What follows belongs to an exercise in optimizing a design on an open flow for small area and a short achievable clock period; a production flow would make more cautious choices.
RTL that was checked went through simulation tests only; none was proved equivalent to the original.
The flow treats the clock pin as an ideal source. Dropping or thinning the clock tree relies on that and would not hold on a real chip.
Power figures rest on the tool's default switching activity, not on a simulated workload.

## edgeDetector
module edgeDetector (
    input  logic            iCLK,
    input  logic            iRST,
    input  videoPkg::pixelT iPixel,
    input  logic            iValid,
    input  videoPkg::coordT iX,
    input  videoPkg::coordT iY,
    input  logic            iVertical,
    output videoPkg::pixelT oEdge,
    output logic            oValid
);
Size in the first run: about 830 cells after synthesis, about 500 flip-flops, ~17000 um2 of cells after synthesis.
==> module sobelKernel, before the edit <==
module sobelKernel (
    input  logic            iCLK,
    input  logic            iRST,
    input  logic            iValid,
    input  logic            iWindowFull,
    input  logic            iVerticalP,
    input  logic            iVerticalM,
    input  videoPkg::pixelT iP0,
    input  videoPkg::pixelT iP1,
    input  videoPkg::pixelT iP2,
    input  videoPkg::pixelT iP16,
    input  videoPkg::pixelT iN18,
    input  videoPkg::pixelT iN32,
    input  videoPkg::pixelT iN33,
    input  videoPkg::pixelT iN34,
    output videoPkg::pixelT oEdge,
    output logic            oValid
);
    localparam int PW = 12;
    localparam int GW = 12 + 3;
    videoPkg::pixelT cPlus, nMinus;
    videoPkg::pixelT tPos, tNeg;
    logic [GW-1:0] op [6];
    logic [GW-1:0] s1a, c1a, s1b, c1b, s2, c2, s3, c3;
    logic [GW-1:0] w0, w1, w2;
    logic signed [GW-1:0] g;
    logic                 v1, v2;
    logic                 f1, f2;
    logic signed [GW-1:0] mag;
    videoPkg::pixelT      satVal;
    always_ff @(posedge iCLK or negedge iRST) begin
        if (!iRST) begin
            v1 <= 1'b0;
            v2 <= 1'b0;
        end else begin
            v1 <= iValid;
            v2 <= v1;
        end
    end
    always_ff @(posedge iCLK) begin
        oValid <= v2;
    end
    assign cPlus  = iVerticalP ? iP16 : iP1;
    assign nMinus = iVerticalM ? iN18 : iN33;
    assign tPos = iN32 ^ {PW{iVerticalP}};
    assign tNeg = iP2 ^ {PW{iVerticalM}};
    assign op[0] = {1'b1, 2'b00, iP0};
    assign op[1] = GW'(iN34);
    assign op[2] = GW'(tPos);
    assign op[3] = GW'(tNeg);
    assign op[4] = GW'({cPlus, 1'b0});
    assign op[5] = GW'({nMinus, 1'b0});
    assign s1a = op[0] ^ op[1] ^ op[2];
    assign c1a = ((op[0] & op[1]) | (op[0] & op[2]) | (op[1] & op[2])) << 1 | GW'(1);
    assign s1b = op[3] ^ op[4] ^ op[5];
    assign c1b = ((op[3] & op[4]) | (op[3] & op[5]) | (op[4] & op[5])) << 1 | GW'(1);
    assign s2  = s1a ^ c1a ^ s1b;
    assign c2  = ((s1a & c1a) | (s1a & s1b) | (c1a & s1b)) << 1 | GW'(1);
    assign s3  = w0 ^ w1 ^ w2;
    assign c3  = ((w0 & w1) | (w0 & w2) | (w1 & w2)) << 1 | GW'(1);
    assign mag    = g[GW-1] ? -g : g;
    assign satVal = (mag > GW'(4095)) ? '1 : videoPkg::pixelT'(mag);
    always_ff @(posedge iCLK) begin
        w0    <= s2;
        w1    <= c2;
        w2    <= c1b;
        f1    <= iWindowFull;
        g     <= s3 + c3;
        f2    <= f1;
        oEdge <= f2 ? satVal : '0;
    end
endmodule
==> module edgeDetector, before the edit <==
module edgeDetector (
    input  logic            iCLK,
    input  logic            iRST,
    input  videoPkg::pixelT iPixel,
    input  logic            iValid,
    input  videoPkg::coordT iX,
    input  videoPkg::coordT iY,
    input  logic            iVertical,
    output videoPkg::pixelT oEdge,
    output logic            oValid
);
    localparam int W = 16;
    videoPkg::pixelT pix;
    logic            pixValid;
    logic            colFar;
    logic            rowFar;
    logic            vertical;
    logic            verticalA;
    logic [2*W+2:1][12-1:0] tap;
    pixelIntake uIntake (
        .iCLK        (iCLK),
        .iRST        (iRST),
        .iPixel      (iPixel),
        .iValid      (iValid),
        .iX          (iX),
        .iY          (iY),
        .oPixel      (pix),
        .oValid      (pixValid),
        .oColFar     (colFar),
        .oRowFar     (rowFar)
    );
    always_ff @(posedge iCLK) begin
        vertical <= iVertical;
        if (iValid) begin
            verticalA <= iVertical;
        end
    end
    rowWindow uHist (
        .iCLK         (iCLK),
        .iPixel_valid (pixValid),
        .iPixel       (pix),
        .oTap         (tap)
    );
    sobelKernel uKernel (
        .iCLK        (iCLK),
        .iRST        (iRST),
        .iValid      (pixValid),
        .iWindowFull (colFar & rowFar),
        .iVerticalP  (vertical),
        .iVerticalM  (verticalA),
        .iP0         (pix),
        .iP1         (tap[1]),
        .iP2         (tap[2]),
        .iP16        (tap[W]),
        .iN18        (tap[W+2]),
        .iN32        (tap[2*W]),
        .iN33        (tap[2*W+1]),
        .iN34        (tap[2*W+2]),
        .oEdge       (oEdge),
        .oValid      (oValid)
    );
endmodule
export LEC_CHECK = 0
export ABC_AREA = 1
export CAP_MARGIN = 20
export CORE_MARGIN = 2
export CORE_UTILIZATION = 60
export SLEW_MARGIN = 20
create_clock -name core_clock -period 9.0 [get_ports {iCLK}]
standard.sh (not shown) runs the stock make flow with config.mk's settings and CLKGATE_MAP_FILE= SYNTH_SCRIPT=/design/flow/synth_recipe.tcl, a recipe that flattens the netlist after the stock synthesis.
==> flow/flow/run.sh <==
#!/bin/bash
# standard layout up to CTS; the clock tree is then rebuilt as two levels of
# inverters and the input port buffers made buf_1 (flow/clock_tree.tcl);
# then the standard layout runs on to the end.
set -e
export BUFFER_PORTS_ARGS="-buffer_cell sky130_fd_sc_hd__buf_2"
export SETUP_SLACK_MARGIN=6.65
export CTS_ARGS="-sink_clustering_enable -repair_clock_nets -sink_clustering_size 32 -sink_clustering_max_diameter 120 -dont_use_dummy_load"
bash standard.sh cts > standard_cts.log 2>&1
RES=$PWD/orfs/results/$FLOW_PLATFORM/edgeDetector/base
CTS_ODB=$RES/4_1_cts.odb CLOCK_PORT=iCLK CLOCK_ROOTS=4 \
  CLOCK_ROOT_CELL=sky130_fd_sc_hd__inv_16 CLOCK_LEAF_CELL=sky130_fd_sc_hd__inv_12 \
  INPUT_BUFFER_CELL=sky130_fd_sc_hd__buf_1 \
  openroad -no_init -exit flow/clock_tree.tcl > clock_tree.log 2>&1
rm -f $RES/4_cts.odb
bash standard.sh > standard.log 2>&1
Other scripts of this flow, unchanged in this note and not shown: flow/flow/clock_tree.tcl
Next try:
--- a/flow/design.v
+++ b/flow/design.v
@@ -68,8 +68,7 @@
     input  logic            iRST,
     input  logic            iValid,
     input  logic            iWindowFull,
-    input  logic            iVerticalP,
-    input  logic            iVerticalM,
+    input  logic            iVertical,
     input  videoPkg::pixelT iP0,
     input  videoPkg::pixelT iP1,
     input  videoPkg::pixelT iP2,
@@ -105,10 +104,10 @@
     always_ff @(posedge iCLK) begin
         oValid <= v2;
     end
-    assign cPlus  = iVerticalP ? iP16 : iP1;
-    assign nMinus = iVerticalM ? iN18 : iN33;
-    assign tPos = iN32 ^ {PW{iVerticalP}};
-    assign tNeg = iP2 ^ {PW{iVerticalM}};
+    assign cPlus  = iVertical ? iP16 : iP1;
+    assign nMinus = iVertical ? iN18 : iN33;
+    assign tPos = iN32 ^ {PW{iVertical}};
+    assign tNeg = iP2 ^ {PW{iVertical}};
     assign op[0] = {1'b1, 2'b00, iP0};
     assign op[1] = GW'(iN34);
     assign op[2] = GW'(tPos);
@@ -154,7 +153,6 @@
     logic            colFar;
     logic            rowFar;
     logic            vertical;
-    logic            verticalA;
     logic [2*W+2:1][12-1:0] tap;
     pixelIntake uIntake (
         .iCLK        (iCLK),
@@ -170,9 +168,6 @@
     );
     always_ff @(posedge iCLK) begin
         vertical <= iVertical;
-        if (iValid) begin
-            verticalA <= iVertical;
-        end
     end
     rowWindow uHist (
         .iCLK         (iCLK),
@@ -185,8 +180,7 @@
         .iRST        (iRST),
         .iValid      (pixValid),
         .iWindowFull (colFar & rowFar),
-        .iVerticalP  (vertical),
-        .iVerticalM  (verticalA),
+        .iVertical   (vertical),
         .iP0         (pix),
         .iP1         (tap[1]),
         .iP2         (tap[2]),
Critical path depth stays the same.
Cell area barely changes.
Hold slack degrades by 0.010 ns.
Synthesized cell count hardly moves.
Setup slack gets better by 0.0077 ns.
Combinational power fell by about 4%.
Synthesized area is about the same.
No run of this note takes its clock network from TritonCTS; it comes from the design's own scripts or RTL.

v6:
edgeDetector, a different RTL version from the one above (not shown whole).
Size: ~790 cells after synthesis, ~490 flip-flops, roughly 51 I/O pins.
==> module sobelKernel, before the edit <==
module sobelKernel (
    input  logic            iCLK,
    input  logic            iRST,
    input  logic            iValid,
    input  logic            iWindowFull,
    input  logic            iVerticalP,
    input  logic            iVerticalM,
    input  logic            iHorizontalP,
    input  logic            iHorizontalM,
    input  videoPkg::pixelT iP0,
    input  videoPkg::pixelT iP1,
    input  videoPkg::pixelT iP2,
    input  videoPkg::pixelT iP16,
    input  videoPkg::pixelT iP18,
    input  videoPkg::pixelT iP32,
    input  videoPkg::pixelT iP33,
    input  videoPkg::pixelT iP34,
    output videoPkg::pixelT oEdge,
    output logic            oValid
);
    localparam int PW = 12;
    localparam int GW = 12 + 3;
    videoPkg::pixelT cPlus, cMinus;
    videoPkg::pixelT tPos, tNeg;
    videoPkg::pixelT nP34;
    logic [GW-1:0] op [6];
    logic [GW-1:0] s1a, c1a, s1b, c1b, s2, c2, s3, c3;
    logic [GW-1:0] sumW, carW;
    logic signed [GW-1:0] g;
    logic                 v1, v2;
    logic                 f1, f2;
    logic signed [GW-1:0] mag;
    videoPkg::pixelT      satVal;
    always_ff @(posedge iCLK or negedge iRST) begin
        if (!iRST) begin
            v1 <= 1'b0;
            v2 <= 1'b0;
        end else begin
            v1 <= iValid;
            v2 <= v1;
        end
    end
    always_ff @(posedge iCLK) begin
        oValid <= v2;
    end
    assign cPlus  = iVerticalP ? iP16 : iP1;
    assign cMinus = iVerticalM ? iP18 : iP33;
    assign tPos = iP32 ^ {PW{iHorizontalP}};
    assign tNeg = ~iP2 ^ {PW{iHorizontalM}};
    assign op[0] = {1'b1, 2'b00, iP0};
    assign nP34  = ~iP34;
    assign op[1] = GW'(nP34);
    assign op[2] = GW'(tPos);
    assign op[3] = GW'(tNeg);
    assign op[4] = GW'({cPlus, 1'b0});
    assign op[5] = GW'({~cMinus, 1'b0});
    assign s1a = op[0] ^ op[1] ^ op[2];
    assign c1a = ((op[0] & op[1]) | (op[0] & op[2]) | (op[1] & op[2])) << 1 | GW'(1);
    assign s1b = op[3] ^ op[4] ^ op[5];
    assign c1b = ((op[3] & op[4]) | (op[3] & op[5]) | (op[4] & op[5])) << 1 | GW'(1);
    assign s2  = s1a ^ c1a ^ s1b;
    assign c2  = ((s1a & c1a) | (s1a & s1b) | (c1a & s1b)) << 1 | GW'(1);
    assign s3  = s2 ^ c2 ^ c1b;
    assign c3  = ((s2 & c2) | (s2 & c1b) | (c2 & c1b)) << 1 | GW'(1);
    assign mag    = g[GW-1] ? -g : g;
    assign satVal = (mag > GW'(4095)) ? '1 : videoPkg::pixelT'(mag);
    always_ff @(posedge iCLK) begin
        sumW  <= s3;
        carW  <= c3;
        f1    <= iWindowFull;
        g     <= sumW + carW;
        f2    <= f1;
        oEdge <= f2 ? satVal : '0;
    end
endmodule
clock: 9.0 ns
lec_check: 0
cap_margin: 20
core_margin: 2
core_utilization: 60
slew_margin: 20
==> flow/flow/run.sh <==
#!/bin/bash
# standard layout up to CTS; the clock tree is then rebuilt as two levels of
# inverters (flow/clock_tree.tcl); then the standard layout runs on to the end.
set -e
export BUFFER_PORTS_ARGS="-buffer_cell sky130_fd_sc_hd__buf_2"
export SETUP_SLACK_MARGIN=6.6
export CTS_ARGS="-sink_clustering_enable -repair_clock_nets -sink_clustering_size 32 -sink_clustering_max_diameter 120 -dont_use_dummy_load"
bash standard.sh cts > standard_cts.log 2>&1
RES=$PWD/orfs/results/$FLOW_PLATFORM/edgeDetector/base
CTS_ODB=$RES/4_1_cts.odb CLOCK_PORT=iCLK CLOCK_ROOTS=4 \
  CLOCK_ROOT_CELL=sky130_fd_sc_hd__inv_16 CLOCK_LEAF_CELL=sky130_fd_sc_hd__inv_12 \
  openroad -no_init -exit flow/clock_tree.tcl > clock_tree.log 2>&1
rm -f $RES/4_cts.odb
bash standard.sh > standard.log 2>&1
Other scripts of this flow, unchanged in this note and not shown: flow/flow/clock_tree.tcl
Relative to v6, the following input files were edited for v7:
diff --git a/flow/design.v b/flow/design.v
--- a/flow/design.v
+++ b/flow/design.v
@@ -88,7 +88,7 @@
     videoPkg::pixelT nP34;
     logic [GW-1:0] op [6];
     logic [GW-1:0] s1a, c1a, s1b, c1b, s2, c2, s3, c3;
-    logic [GW-1:0] sumW, carW;
+    logic [GW-1:0] w0, w1, w2;
     logic signed [GW-1:0] g;
     logic                 v1, v2;
     logic                 f1, f2;
@@ -123,15 +123,16 @@
     assign c1b = ((op[3] & op[4]) | (op[3] & op[5]) | (op[4] & op[5])) << 1 | GW'(1);
     assign s2  = s1a ^ c1a ^ s1b;
     assign c2  = ((s1a & c1a) | (s1a & s1b) | (c1a & s1b)) << 1 | GW'(1);
-    assign s3  = s2 ^ c2 ^ c1b;
-    assign c3  = ((s2 & c2) | (s2 & c1b) | (c2 & c1b)) << 1 | GW'(1);
+    assign s3  = w0 ^ w1 ^ w2;
+    assign c3  = ((w0 & w1) | (w0 & w2) | (w1 & w2)) << 1 | GW'(1);
     assign mag    = g[GW-1] ? -g : g;
     assign satVal = (mag > GW'(4095)) ? '1 : videoPkg::pixelT'(mag);
     always_ff @(posedge iCLK) begin
-        sumW  <= s3;
-        carW  <= c3;
+        w0    <= s2;
+        w1    <= c2;
+        w2    <= c1b;
         f1    <= iWindowFull;
-        g     <= sumW + carW;
+        g     <= s3 + c3;
         f2    <= f1;
         oEdge <= f2 ? satVal : '0;
     end
### Flow results
The number of antenna violations at the first check in global routing in v7 sits 1 above the value recorded for v6. v7: filler-free cell count of the finished design about 1.7% above v6. v7 drops more vias than v6. Per the comparison of v7 with v6, adder and majority cell fraction of the synthesized area decreased 0.18 points, xor-xnor portion of the synthesized cell area essentially unchanged, global-route wire length before repair increased about 0.8%. On final total power, v7 does worse than v6.
For v6, only the layout was checked, not whether the RTL still works. In every run of this note, the design's own scripts or RTL, not TritonCTS, make the clock network.

## run a
The RTL this note starts from:
==> flow/design.v <==
`default_nettype none
package videoPkg;
    typedef logic [12-1:0] pixelT;
    typedef logic [11-1:0] coordT;
endpackage
`default_nettype wire
`default_nettype none
package kernelPkg;
    localparam int SUM_WIDTH = 16;
    localparam int COEFF_WIDTH = 3;
    typedef logic signed [SUM_WIDTH-1:0] sumT;
    typedef logic signed [COEFF_WIDTH-1:0] coeffT;
endpackage
`default_nettype wire
`default_nettype none
module pixelIntake (
    input  logic            iCLK,
    input  logic            iRST,
    input  videoPkg::pixelT iPixel,
    input  logic            iValid,
    input  videoPkg::coordT iX,
    input  videoPkg::coordT iY,
    output videoPkg::pixelT oPixel,
    output logic            oValid,
    output logic            oColFar,
    output logic            oRowFar
);
    localparam videoPkg::coordT REACH = videoPkg::coordT'(3 - 1);
    always_ff @(posedge iCLK or negedge iRST) begin
        if (!iRST) begin
            oValid <= 1'b0;
        end else begin
            oValid <= iValid;
        end
    end
    always_ff @(posedge iCLK) begin
        oPixel  <= iPixel;
        oColFar <= (iX >= REACH);
        oRowFar <= (iY >= REACH);
    end
endmodule
`default_nettype wire
`default_nettype none
module rowWindow (
    input  logic            iCLK,
    input  logic            iPixel_valid,
    input  videoPkg::pixelT iPixel,
    output logic [2*16+2:1][12-1:0] oTap
);
    localparam int DEPTH = 2 * 16 + 2;
    logic [DEPTH:1][12-1:0] chain;
    always_ff @(posedge iCLK) begin
        if (iPixel_valid) begin
            chain[1] <= iPixel;
            for (int k = 2; k <= DEPTH; k++) begin
                chain[k] <= chain[k-1];
            end
        end
    end
    assign oTap = chain;
endmodule
`default_nettype wire
`default_nettype none
module sobelKernel (
    input  logic            iCLK,
    input  logic            iRST,
    input  logic            iValid,
    input  logic            iWindowFull,
    input  logic            iVerticalP,
    input  logic            iVerticalM,
    input  logic            iHorizontalP,
    input  logic            iHorizontalM,
    input  videoPkg::pixelT iP0,
    input  videoPkg::pixelT iP1,
    input  videoPkg::pixelT iP2,
    input  videoPkg::pixelT iP16,
    input  videoPkg::pixelT iP18,
    input  videoPkg::pixelT iP32,
    input  videoPkg::pixelT iP33,
    input  videoPkg::pixelT iP34,
    output videoPkg::pixelT oEdge,
    output logic            oValid
);
    localparam int PW = 12;
    localparam int GW = 12 + 3;
    localparam logic [GW-1:0] K = GW'(16'h4004);
    videoPkg::pixelT cPlus, cMinus;
    videoPkg::pixelT tPos, tNeg;
    videoPkg::pixelT nP34;
    logic [GW-1:0] op [6];
    logic [GW-1:0] s1a, c1a, s1b, c1b, s2, c2, s3, c3;
    logic [GW-1:0] sumW, carW;
    logic signed [GW-1:0] g;
    logic                 v1, v2;
    logic                 f1, f2;
    logic signed [GW-1:0] mag;
    videoPkg::pixelT      satVal;
    always_ff @(posedge iCLK or negedge iRST) begin
        if (!iRST) begin
            v1 <= 1'b0;
            v2 <= 1'b0;
        end else begin
            v1 <= iValid;
            v2 <= v1;
        end
    end
    always_ff @(posedge iCLK) begin
        oValid <= v2;
    end
    assign cPlus  = iVerticalP ? iP16 : iP1;
    assign cMinus = iVerticalM ? iP18 : iP33;
    assign tPos = iP32 ^ {PW{iHorizontalP}};
    assign tNeg = ~iP2 ^ {PW{iHorizontalM}};
    assign op[0] = GW'(iP0);
    assign nP34  = ~iP34;
    assign op[1] = GW'(nP34);
    assign op[2] = GW'(tPos);
    assign op[3] = GW'(tNeg);
    assign op[4] = GW'({cPlus, 1'b0});
    assign op[5] = GW'({~cMinus, 1'b0});
    assign s1a = op[0] ^ op[1] ^ op[2];
    assign c1a = ((op[0] & op[1]) | (op[0] & op[2]) | (op[1] & op[2])) << 1;
    assign s1b = op[3] ^ op[4] ^ op[5];
    assign c1b = ((op[3] & op[4]) | (op[3] & op[5]) | (op[4] & op[5])) << 1;
    assign s2  = s1a ^ c1a ^ s1b;
    assign c2  = ((s1a & c1a) | (s1a & s1b) | (c1a & s1b)) << 1;
    assign s3  = s2 ^ c2 ^ c1b;
    assign c3  = ((s2 & c2) | (s2 & c1b) | (c2 & c1b)) << 1;
    assign mag    = g[GW-1] ? -g : g;
    assign satVal = (mag > GW'(4095)) ? '1 : videoPkg::pixelT'(mag);
    always_ff @(posedge iCLK) begin
        sumW  <= s3;
        carW  <= c3;
        f1    <= iWindowFull;
        g     <= sumW + carW + K;
        f2    <= f1;
        oEdge <= f2 ? satVal : '0;
    end
endmodule
`default_nettype wire
`default_nettype none
module edgeDetector (
    input  logic            iCLK,
    input  logic            iRST,
    input  videoPkg::pixelT iPixel,
    input  logic            iValid,
    input  videoPkg::coordT iX,
    input  videoPkg::coordT iY,
    input  logic            iVertical,
    output videoPkg::pixelT oEdge,
    output logic            oValid
);
    localparam int W = 16;
    videoPkg::pixelT pix;
    logic            pixValid;
    logic            colFar;
    logic            rowFar;
    logic            vertical;
    logic            horizontal;
    logic            verticalA;
    logic            horizontalA;
    logic [2*W+2:1][12-1:0] tap;
    pixelIntake uIntake (
        .iCLK        (iCLK),
        .iRST        (iRST),
        .iPixel      (iPixel),
        .iValid      (iValid),
        .iX          (iX),
        .iY          (iY),
        .oPixel      (pix),
        .oValid      (pixValid),
        .oColFar     (colFar),
        .oRowFar     (rowFar)
    );
    always_ff @(posedge iCLK) begin
        vertical   <= iVertical;
        horizontal <= ~iVertical;
        if (iValid) begin
            verticalA   <= iVertical;
            horizontalA <= ~iVertical;
        end
    end
    rowWindow uHist (
        .iCLK         (iCLK),
        .iPixel_valid (pixValid),
        .iPixel       (pix),
        .oTap         (tap)
    );
    sobelKernel uKernel (
        .iCLK        (iCLK),
        .iRST        (iRST),
        .iValid      (pixValid),
        .iWindowFull (colFar & rowFar),
        .iVerticalP   (vertical),
        .iVerticalM   (verticalA),
        .iHorizontalP (horizontal),
        .iHorizontalM (horizontalA),
        .iP0         (pix),
        .iP1         (tap[1]),
        .iP2         (tap[2]),
        .iP16        (tap[W]),
        .iP18        (tap[W+2]),
        .iP32        (tap[2*W]),
        .iP33        (tap[2*W+1]),
        .iP34        (tap[2*W+2]),
        .oEdge       (oEdge),
        .oValid      (oValid)
    );
endmodule
`default_nettype wire
export LEC_CHECK = 0
export CAP_MARGIN = 20
export CORE_MARGIN = 2
export CORE_UTILIZATION = 60
export SLEW_MARGIN = 20
create_clock -name core_clock -period 9.0 [get_ports {iCLK}]
==> flow/flow/run.sh <==
#!/bin/bash
# standard layout up to CTS; the clock tree is then rebuilt as two levels of
# inverters (flow/clock_tree.tcl); then the standard layout runs on to the end.
set -e
export BUFFER_PORTS_ARGS="-buffer_cell sky130_fd_sc_hd__buf_2"
export SETUP_SLACK_MARGIN=6.45
export CTS_ARGS="-sink_clustering_enable -repair_clock_nets -sink_clustering_size 32 -sink_clustering_max_diameter 120 -dont_use_dummy_load"
bash standard.sh cts > standard_cts.log 2>&1
RES=$PWD/orfs/results/$FLOW_PLATFORM/edgeDetector/base
CTS_ODB=$RES/4_1_cts.odb CLOCK_PORT=iCLK CLOCK_ROOTS=4 \
  CLOCK_ROOT_CELL=sky130_fd_sc_hd__inv_16 CLOCK_LEAF_CELL=sky130_fd_sc_hd__inv_12 \
  openroad -no_init -exit flow/clock_tree.tcl > clock_tree.log 2>&1
rm -f $RES/4_cts.odb
bash standard.sh > standard.log 2>&1
Other scripts of this flow, unchanged in this note and not shown: flow/flow/clock_tree.tcl
Changes in run b relative to run a:
==> flow/design.v, changed modules only <==
module sobelKernel (
    input  logic            iCLK,
    input  logic            iRST,
    input  logic            iValid,
    input  logic            iWindowFull,
    input  logic            iVertical,
    input  logic            iHorizontal,
    input  videoPkg::pixelT iP0,
    input  videoPkg::pixelT iP1,
    input  videoPkg::pixelT iP2,
    input  videoPkg::pixelT iP16,
    input  videoPkg::pixelT iP18,
    input  videoPkg::pixelT iP32,
    input  videoPkg::pixelT iP33,
    input  videoPkg::pixelT iP34,
    output videoPkg::pixelT oEdge,
    output logic            oValid
);
    localparam int PW = 12;
    localparam int GW = 12 + 3;
    localparam logic [GW-1:0] K = GW'(16'h4004);
    videoPkg::pixelT cPlus, cMinus;
    videoPkg::pixelT tPos, tNeg;
    videoPkg::pixelT nP34;
    logic [GW-1:0] op [6];
    logic [GW-1:0] s1a, c1a, s1b, c1b, s2, c2, s3, c3;
    logic [GW-1:0] sumW, carW;
    logic signed [GW-1:0] g;
    logic                 v1, v2;
    logic                 f1, f2;
    logic signed [GW-1:0] mag;
    videoPkg::pixelT      satVal;
    always_ff @(posedge iCLK or negedge iRST) begin
        if (!iRST) begin
            v1 <= 1'b0;
            v2 <= 1'b0;
        end else begin
            v1 <= iValid;
            v2 <= v1;
        end
    end
    always_ff @(posedge iCLK) begin
        oValid <= v2;
    end
    assign cPlus  = iVertical ? iP16 : iP1;
    assign cMinus = iVertical ? iP18 : iP33;
    assign tPos = iP32 ^ {PW{iHorizontal}};
    assign tNeg = ~iP2 ^ {PW{iHorizontal}};
    assign op[0] = GW'(iP0);
    assign nP34  = ~iP34;
    assign op[1] = GW'(nP34);
    assign op[2] = GW'(tPos);
    assign op[3] = GW'(tNeg);
    assign op[4] = GW'({cPlus, 1'b0});
    assign op[5] = GW'({~cMinus, 1'b0});
    assign s1a = op[0] ^ op[1] ^ op[2];
    assign c1a = ((op[0] & op[1]) | (op[0] & op[2]) | (op[1] & op[2])) << 1;
    assign s1b = op[3] ^ op[4] ^ op[5];
    assign c1b = ((op[3] & op[4]) | (op[3] & op[5]) | (op[4] & op[5])) << 1;
    assign s2  = s1a ^ c1a ^ s1b;
    assign c2  = ((s1a & c1a) | (s1a & s1b) | (c1a & s1b)) << 1;
    assign s3  = s2 ^ c2 ^ c1b;
    assign c3  = ((s2 & c2) | (s2 & c1b) | (c2 & c1b)) << 1;
    assign mag    = g[GW-1] ? -g : g;
    assign satVal = (mag > GW'(4095)) ? '1 : videoPkg::pixelT'(mag);
    always_ff @(posedge iCLK) begin
        sumW  <= s3;
        carW  <= c3;
        f1    <= iWindowFull;
        g     <= sumW + carW + K;
        f2    <= f1;
        oEdge <= f2 ? satVal : '0;
    end
endmodule
module edgeDetector (
    input  logic            iCLK,
    input  logic            iRST,
    input  videoPkg::pixelT iPixel,
    input  logic            iValid,
    input  videoPkg::coordT iX,
    input  videoPkg::coordT iY,
    input  logic            iVertical,
    output videoPkg::pixelT oEdge,
    output logic            oValid
);
    localparam int W = 16;
    videoPkg::pixelT pix;
    logic            pixValid;
    logic            colFar;
    logic            rowFar;
    logic            vertical;
    logic            horizontal;
    logic [2*W+2:1][12-1:0] tap;
    pixelIntake uIntake (
        .iCLK        (iCLK),
        .iRST        (iRST),
        .iPixel      (iPixel),
        .iValid      (iValid),
        .iX          (iX),
        .iY          (iY),
        .oPixel      (pix),
        .oValid      (pixValid),
        .oColFar     (colFar),
        .oRowFar     (rowFar)
    );
    always_ff @(posedge iCLK) begin
        vertical   <= iVertical;
        horizontal <= ~iVertical;
    end
    rowWindow uHist (
        .iCLK         (iCLK),
        .iPixel_valid (pixValid),
        .iPixel       (pix),
        .oTap         (tap)
    );
    sobelKernel uKernel (
        .iCLK        (iCLK),
        .iRST        (iRST),
        .iValid      (pixValid),
        .iWindowFull (colFar & rowFar),
        .iVertical   (vertical),
        .iHorizontal (horizontal),
        .iP0         (pix),
        .iP1         (tap[1]),
        .iP2         (tap[2]),
        .iP16        (tap[W]),
        .iP18        (tap[W+2]),
        .iP32        (tap[2*W]),
        .iP33        (tap[2*W+1]),
        .iP34        (tap[2*W+2]),
        .oEdge       (oEdge),
        .oValid      (oValid)
    );
endmodule
[summary]
- met3 layer usage reported by global route was higher in run b than in run a.
- Summary of run b over run a: clock latency of the later-clocked register in the worst-skew pair has remained practically unchanged, net switching fraction of the power level, tap cell instance count -about 1.6%, total power now sits lower, global-route usage neither gained nor lost much.
- Looking at floorplan core area, run b sits about 1.6% below run a.
- Looking at average size of a mapped cell across run a and run b, the one that comes out higher is run a.
- Run b reached the end of the flow, and the finished layout is clean on the timing, design-rule and antenna checks.
No functional check of the RTL was part of any run of this note. In every run of this note, the design's own scripts or RTL, not TritonCTS, make the clock network.

## static timing again, ports no longer ideal
Ports are ideal in the flow. The routed layouts listed here were re-timed in OpenROAD.
Step 1 sets driving cells, clkbuf_16 on the clock port and buf_2 on the other inputs (assumed; they add their load-dependent delay and slew).
Step 2 also shifts input and output timing later by t, the mid clock arrival at the registers, as if the neighbouring blocks saw the same clock.
Slacks: no drivers / after step 1 / after step 2; pairs: no drivers / after step 1.
run	t, ns	slack for setup (ns)	hold slack, ns	clock arrival spread, ns	pins driven straight from the clock port
the first run of note 1	0.362	6.590 / 6.383 / 6.577	0.349 / 0.349 / 0.349	0.038 / 0.038	4
the second run of note 1	0.345	6.598 / 6.392 / 6.623	0.339 / 0.340 / 0.340	0.072 / 0.080	4
v6	0.350	6.356 / 6.355 / 6.355	0.354 / 0.354 / 0.354	0.071 / 0.098	4
v7	0.363	6.552 / 6.374 / 6.544	0.352 / 0.352 / 0.352	0.039 / 0.039	4
run a	0.356	6.480 / 6.373 / 6.471	0.340 / 0.340 / 0.340	0.081 / 0.084	4
run b	0.354	6.398 / 6.359 / 6.400	0.339 / 0.339 / 0.339	0.069 / 0.072	4
After both steps every run listed still meets setup and hold. For the first run of note 1, which loses most, drivers alone change the setup slack by -0.207 ns; drivers and shift together by -0.013 ns.
